This is an optimization exercise on Yosys and OpenROAD, whose aim is small area, a short achievable clock period and few clock cycles, not a production implementation.
Where RTL was checked, it was by simulation tests only, not by an equivalence proof against the original.
Power is estimated from default activity; no workload was simulated.

== run P ==
==> flow/design.v (excerpt) <==
module concealment_top (
    input  logic                     clock,
    input  logic                     reset,
    input  logic                     start,
    input  logic [1:0]               size,
    output logic                     done,
    output logic                     pix_cyc,
    output logic                     pix_stb,
    output logic                     pix_we,
    output logic [16-1:0] pix_adr,
    output logic [8-1:0]      pix_dat_w,
    input  logic                     pix_ack,
    input  logic [8-1:0]      pix_dat_r,
    output logic                     flag_cyc,
    output logic                     flag_stb,
    output logic [8-1:0]       flag_adr,
    input  logic                     flag_ack,
    input  logic [16-1:0]       flag_dat
);
For scale: about 910 cells after synthesis, ~180 flip-flops, roughly 69 I/O pins, about 0.0091 sq mm of cells after synthesis.
export LEC_CHECK = 0
export CAP_MARGIN = 20
export CORE_MARGIN = 2
export CORE_UTILIZATION = 40
export CTS_BUF_LIST = sky130_fd_sc_hd__clkbuf_8
export SLEW_MARGIN = 20
create_clock -name core_clock -period 9.0 [get_ports {clock}]
standard.sh (not shown) runs the stock make flow with config.mk's settings and CLKGATE_MAP_FILE= SYNTH_SCRIPT=/design/flow/synth_recipe.tcl, a recipe that flattens the netlist after the stock synthesis.
==> flow/flow/run.sh <==
#!/bin/bash
set -euo pipefail
export SETUP_SLACK_MARGIN=6.2
bash standard.sh > standard.log 2>&1
Run P went all the way through the flow, and no timing, DRC or antenna check failed.
Testbench counts of run P, summed over its fixed seeds: cycles 702,652.
diff inputs: run P => run G
# run P
export LEC_CHECK = 0
export CAP_MARGIN = 20
export CORE_MARGIN = 2
export CORE_UTILIZATION = 40
export CTS_BUF_LIST = sky130_fd_sc_hd__clkbuf_8
export SLEW_MARGIN = 20
create_clock -name core_clock -period 9.0 [get_ports {clock}]
# run G
export LEC_CHECK = 0
export CAP_MARGIN = 20
export CORE_MARGIN = 2
export CORE_UTILIZATION = 40
export CTS_CLUSTER_DIAMETER = 200
export CTS_CLUSTER_SIZE = 40
export SLEW_MARGIN = 20
create_clock -name core_clock -period 9.0 [get_ports {clock}]
==> comparison <==
Looking at run P and run G, the wire length is a wash.
In the metrics for run P and run G, the one carrying the higher area overhead of the layout relative to synthesis is run G.
Part of the total power dissipated in combinational logic was lower in run G than in run P.
Global-route track usage on met3, run P and run G: higher on run P
Compared with run P, run G improves post-route worst setup slack.
Number of gates resized after CTS down 1.2% in run G wrt run P
Worst hold margin, run P and run G: larger value in run P
The lower actual transition at the worst max-transition pin came out of run G.
The run showing the smaller peak supply drop is run P.
Run G ended up with flag_adr[7] as its worst setup path endpoint; run P ended up with pix_dat_w[7].
Global-route wire length before repair across run P and run G: no real change.

* * *

Another version of the RTL of concealment_top (not shown whole).
For scale: about 0.0092 mm² of cells after synthesis.
==> flow/design.v (excerpt) <==
module concealment_top (
    input  logic                     clock,
    input  logic                     reset,
    input  logic                     start,
    input  logic [1:0]               size,
    output logic                     done,
    output logic                     pix_cyc,
    output logic                     pix_stb,
    output logic                     pix_we,
    output logic [16-1:0] pix_adr,
    output logic [8-1:0]      pix_dat_w,
    input  logic                     pix_ack,
    input  logic [8-1:0]      pix_dat_r,
    output logic                     flag_cyc,
    output logic                     flag_stb,
    output logic [8-1:0]       flag_adr,
    input  logic                     flag_ack,
    input  logic [16-1:0]       flag_dat
);
    localparam logic [2:0] S_IDLE = 3'd0;
    localparam logic [2:0] S_FLAG = 3'd1;
    localparam logic [2:0] S_SCAN = 3'd2;
    localparam logic [2:0] S_BUS  = 3'd3;
    localparam logic [2:0] S_DONE = 3'd4;
    localparam logic [1:0] PH_A = 2'd0;
    localparam logic [1:0] PH_B = 2'd1;
    localparam logic [1:0] PH_M = 2'd2;
    localparam logic [1:0] R_T = 2'd0;
    localparam logic [1:0] R_B = 2'd1;
    localparam logic [1:0] R_M = 2'd2;
    logic [2:0]  st;
    logic [1:0]  size_q;
    logic [7:0]  line;
    logic [15:0] segf;       
    logic        cyc_q, we_q, fcyc_q, done_q;
    logic [15:0] adr_q;
    logic        it_v;
    logic [1:0]  it_ph, it_row;
  ...
==> flow/config.mk <==
export PLATFORM = sky130hd
export DESIGN_NAME = concealment_top
export DESIGN_NICKNAME = concealment_top
export VERILOG_FILES = /design/flow/design.v
export SDC_FILE = /design/flow/constraint.sdc
export NUM_CORES = 4
export LEC_CHECK = 0
export ABC_CLOCK_PERIOD_IN_PS = 3000
export CAP_MARGIN = 20
export CORE_MARGIN = 2
export CORE_UTILIZATION = 40
export SETUP_SLACK_MARGIN = 5
export SLEW_MARGIN = 20
==> flow/constraint.sdc <==
create_clock -name core_clock -period 9.0 [get_ports {clock}]
set_input_delay 1.8000 -clock core_clock [delete_from_list [all_inputs] [get_ports {clock}]]
set_output_delay 1.8000 -clock core_clock [all_outputs]
set_load 0.01 [all_outputs]
run.sh (not shown) runs the stock make flow with config.mk's settings and CLKGATE_MAP_FILE= SYNTH_SCRIPT=/design/flow/synth_recipe.tcl, a recipe that flattens the netlist after the stock synthesis.
Stock flow here: none of the scripts above is used.
Edit:
ABC_CLOCK_PERIOD_IN_PS = not set   (was 3000)
SETUP_SLACK_MARGIN = not set   (was 5)
=> Die area does not change; total power came out lower slightly; first-iteration DRC count falls by about a fifth; count of clock-buffer cells in the layout is unchanged; final area goes down slightly; routed wire length decreases by a few percent.
No run of this note included a check of the RTL's function; only the layout flow was run.

* * *

Another version of the RTL of concealment_top (not shown whole).
Size in the first run: roughly 890 cells after synthesis, ~8900 um2 of cells after synthesis.
clock: 9.0 ns
lec_check: 0
cap_margin: 20
core_margin: 2
core_utilization: 40
setup_slack_margin: 5
slew_margin: 20
The baseline went through all stages and came out clean.
Testbench counts at the start, summed over its fixed seeds: cycles 704,777.
Edit:
- ABC_CLOCK_PERIOD_IN_PS: not set -> 3000
After rerunning:
- non-clock buffer count does not change
- setup slack stays the same
- flip-flop and latch count stays the same
- fmax stays the same

* * *

== main ==
Another version of the RTL of concealment_top (not shown whole).
For scale: roughly 69 I/O pins, about 9300 sq um of cells after synthesis.
clock: 9.0 ns
lec_check: 0
cap_margin: 20
core_margin: 2
core_utilization: 40
cts_buf_list: sky130_fd_sc_hd__clkbuf_8
setup_slack_margin: 5
slew_margin: 20
main went all the way through synthesis, placement and routing and the layout is clean on timing, DRC and antenna.
Testbench counts of main, summed over its fixed seeds: cycles 709,561.
## Diff of input files: the feature branch against main
# main
export LEC_CHECK = 0
export CAP_MARGIN = 20
export CORE_MARGIN = 2
export CORE_UTILIZATION = 40
export CTS_BUF_LIST = sky130_fd_sc_hd__clkbuf_8
export SETUP_SLACK_MARGIN = 5
export SLEW_MARGIN = 20
create_clock -name core_clock -period 9.0 [get_ports {clock}]
# the feature branch
export LEC_CHECK = 0
export ABC_CLOCK_PERIOD_IN_PS = 3000
export CAP_MARGIN = 20
export CORE_MARGIN = 2
export CORE_UTILIZATION = 40
export SETUP_SLACK_MARGIN = 5
export SLEW_MARGIN = 20
create_clock -name core_clock -period 9.0 [get_ports {clock}]
==> comparison <==
When the feature branch is set beside main, its relative contribution of the clock network to total power turns out to be 4.7 points larger. [the feature branch] worst hold slack fell 0.0036 ns relative to main. When the feature branch is measured against main, its sequential cell area share turns out 0.73 points lower. Comparing main and the feature branch, the lower final total power was measured on main. Compared with main, the feature branch shows smallest setup slack after layout higher by 0.045 ns.

* * *

concealment_top, a different RTL version from the one above (not shown whole).
For scale: ~1000 cells after synthesis, roughly 190 flip-flops, ~69 I/O pins, ~9900 um2 of cells after synthesis.
clock: 9.0 ns
lec_check: 0
cap_margin: 20
core_margin: 2
core_utilization: 60
slew_margin: 20
standard.sh (not shown) runs the stock make flow with config.mk's settings and CLKGATE_MAP_FILE= SYNTH_SCRIPT=/design/flow/synth_recipe.tcl, a recipe that flattens the netlist after the stock synthesis.
Scripts as last shown in full above: flow/flow/run.sh
Testbench counts at the start, summed over its fixed seeds: cycles 697,370.
Change:
Settings changed: CORE_UTILIZATION 60 to 40.
=>
- The new run finished with timing, DRC and antenna clean
- worst setup slack is worse by 0.0054 ns
- routed wire length increases by 0.48%
- via count decreases by 2.3%
- register-to-register slack is better by 0.05 ns
- clock skew increases by 0.0040 ns
- sequential share of layout area decreases by 0.49 points

* * *

Another version of the RTL of concealment_top (not shown whole).
Size: ~960 cells after synthesis, roughly 170 flip-flops.
==> flow/config.mk <==
export PLATFORM = sky130hd
export DESIGN_NAME = concealment_top
export DESIGN_NICKNAME = concealment_top
export VERILOG_FILES = /design/flow/design.v
export SDC_FILE = /design/flow/constraint.sdc
export NUM_CORES = 4
export LEC_CHECK = 0
export CAP_MARGIN = 20
export CORE_MARGIN = 2
export CORE_UTILIZATION = 40
export SLEW_MARGIN = 20
==> flow/constraint.sdc <==
create_clock -name core_clock -period 9.0 [get_ports {clock}]
set_input_delay 1.8000 -clock core_clock [delete_from_list [all_inputs] [get_ports {clock}]]
set_output_delay 1.8000 -clock core_clock [all_outputs]
set_load 0.01 [all_outputs]
Scripts as last shown in full above: flow/flow/run.sh
The starting point finished clean.
Testbench counts at the start, summed over its fixed seeds: cycles 704,808.
Then changed:
--- a/flow/config.mk
+++ b/flow/config.mk
@@ -9,3 +9,4 @@
 export CORE_MARGIN = 2
 export CORE_UTILIZATION = 40
+export CTS_BUF_LIST = sky130_fd_sc_hd__clkbuf_8
 export SLEW_MARGIN = 20
Effect:
- The new run finished with timing, DRC and antenna clean
- routed wire length goes down by 0.70%
- non-clock buffer count stays the same
- cell area goes down by 1.9%
- final cell count does not change
- worst setup slack gets worse by 0.041 ns
- sequential power barely changes
- area after synthesis stays the same
- count of clock-buffer cells in the layout decreases by 1
- total power shrinks by 5.5%
- critical path depth does not change
- sequential cell count does not change

* * *

concealment_top, a different RTL version from the one above (not shown whole).
For scale: ~960 cells after synthesis, about 180 flip-flops, roughly 9300 um^2 of cells after synthesis.
export LEC_CHECK = 0
export CAP_MARGIN = 20
export CORE_MARGIN = 2
export CORE_UTILIZATION = 40
export SLEW_MARGIN = 20
create_clock -name core_clock -period 9.0 [get_ports {clock}]
==> flow/flow/run.sh <==
#!/bin/bash
set -euo pipefail
export SETUP_SLACK_MARGIN=6.6
bash standard.sh > standard.log 2>&1
Testbench counts at the start, summed over its fixed seeds: cycles 709,561.
Edit:
==> flow/flow/run.sh (replaced) <==
#!/bin/bash
set -euo pipefail
export SETUP_SLACK_MARGIN=6.2
bash standard.sh > standard.log 2>&1
Sequential power barely changes. Clock power falls by about 6%. Design area went down by 4.2%. Hold slack gets worse by 4.0 ps. Setup slack is worse by 18 ps. Combinational power came out lower by about 6%. Register-to-register slack got worse by 340 ps.
Edit:
==> flow/run.sh (new file) <==
#!/bin/bash
# synth_recipe.tcl (not shown) runs the flow's synth.tcl, then flattens the netlist and writes it again
# the make line also repeats each setting of config.mk as NAME=value (left out here)
make -C /OpenROAD-flow-scripts/flow DESIGN_CONFIG=/design/flow/config.mk WORK_HOME=/design/flow/orfs CLKGATE_MAP_FILE= SYNTH_SCRIPT=/design/flow/synth_recipe.tcl finish
ABC_CLOCK_PERIOD_IN_PS = 3000   (was not set)
SETUP_SLACK_MARGIN = 5   (was not set)
removed: flow/flow/run.sh
removed: flow/standard.sh
Outcome: The new run finished clean. Area after synthesis does not change. Routed wire length goes down by about 1%. Utilization goes down by 0.15 points. Critical path depth does not change. Worst hold slack hardly moves.
Edit:
==> flow/flow/run.sh (new file) <==
#!/bin/bash
set -euo pipefail
export SETUP_SLACK_MARGIN=6.2
bash standard.sh > standard.log 2>&1
==> flow/standard.sh (new file) <==
#!/bin/bash
# synth_recipe.tcl (not shown) runs the flow's synth.tcl, then flattens the netlist and writes it again
# the make line also repeats each setting of config.mk as NAME=value (left out here)
make -C /OpenROAD-flow-scripts/flow DESIGN_CONFIG=/design/flow/config.mk WORK_HOME=/design/flow/orfs CLKGATE_MAP_FILE= SYNTH_SCRIPT=/design/flow/synth_recipe.tcl "${@:-finish}"
ABC_CLOCK_PERIOD_IN_PS = not set   (was 3000)
CTS_CLUSTER_SIZE = 50   (was not set)
SETUP_SLACK_MARGIN = not set   (was 5)
removed: flow/run.sh
After rerunning:
- clock skew stays flat
- hold slack hardly moves
- area after synthesis is unchanged
- wire length rose slightly

## what the ideal ports hide
In the flow no input, the clock included, has a driving cell. The finished layouts below were timed again as built, in two steps. Step 1 assumes that a clkbuf_16 drives the clock port and a buf_2 every other input. Step 2 also shifts input and output timing later by t, the mid clock arrival at the registers, as if the neighbouring blocks saw the same clock. Three values: ideal ports, drivers, drivers and shift; two values: the first two.
run | t, ns | setup WS [ns] | hold slack, ns | clock arrival spread, ns
run P | 0.503 | 6.085 / 6.042 / 5.773 | 0.350 / 0.350 / 0.350 | 0.014 / 0.014
run G | 0.478 | 6.109 / 6.064 / 5.873 | 0.346 / 0.346 / 0.346 | 0.011 / 0.011
the first run of note 2 | 0.477 | 5.195 / 5.195 / 4.961 | 0.421 / 0.421 / 0.421 | 0.011 / 0.012
the second run of note 2 | 0.477 | 4.350 / 4.350 / 4.350 | 0.421 / 0.421 / 0.421 | 0.011 / 0.011
the first run of note 3 | 0.477 | 5.200 / 5.200 / 4.841 | 0.341 / 0.341 / 0.341 | 0.009 / 0.009
the second run of note 3 | 0.477 | 5.200 / 5.200 / 4.841 | 0.341 / 0.341 / 0.341 | 0.009 / 0.009
main | 0.500 | 5.546 / 5.505 / 5.276 | 0.350 / 0.350 / 0.350 | 0.015 / 0.015
the feature branch | 0.474 | 5.590 / 5.544 / 5.259 | 0.346 / 0.346 / 0.346 | 0.010 / 0.011
the first run of note 5 | 0.473 | 6.139 / 6.092 / 5.809 | 0.331 / 0.331 / 0.331 | 0.011 / 0.011
the second run of note 5 | 0.477 | 6.133 / 6.084 / 5.796 | 0.344 / 0.344 / 0.344 | 0.015 / 0.015
the first run of note 6 | 0.470 | 6.123 / 6.076 / 5.779 | 0.344 / 0.344 / 0.344 | 0.015 / 0.015
the second run of note 6 | 0.495 | 6.082 / 6.042 / 5.732 | 0.349 / 0.349 / 0.349 | 0.015 / 0.014
the first run of note 7 | 0.470 | 6.162 / 6.118 / 6.103 | 0.346 / 0.346 / 0.346 | 0.016 / 0.016
the second run of note 7 | 0.472 | 6.144 / 6.096 / 5.834 | 0.342 / 0.342 / 0.342 | 0.016 / 0.016
the third run of note 7 | 0.473 | 5.683 / 5.635 / 5.411 | 0.343 / 0.343 / 0.343 | 0.015 / 0.015
the fourth run of note 7 | 0.472 | 6.144 / 6.096 / 5.834 | 0.342 / 0.342 / 0.342 | 0.016 / 0.016
After both steps setup and hold are still met in every run listed.
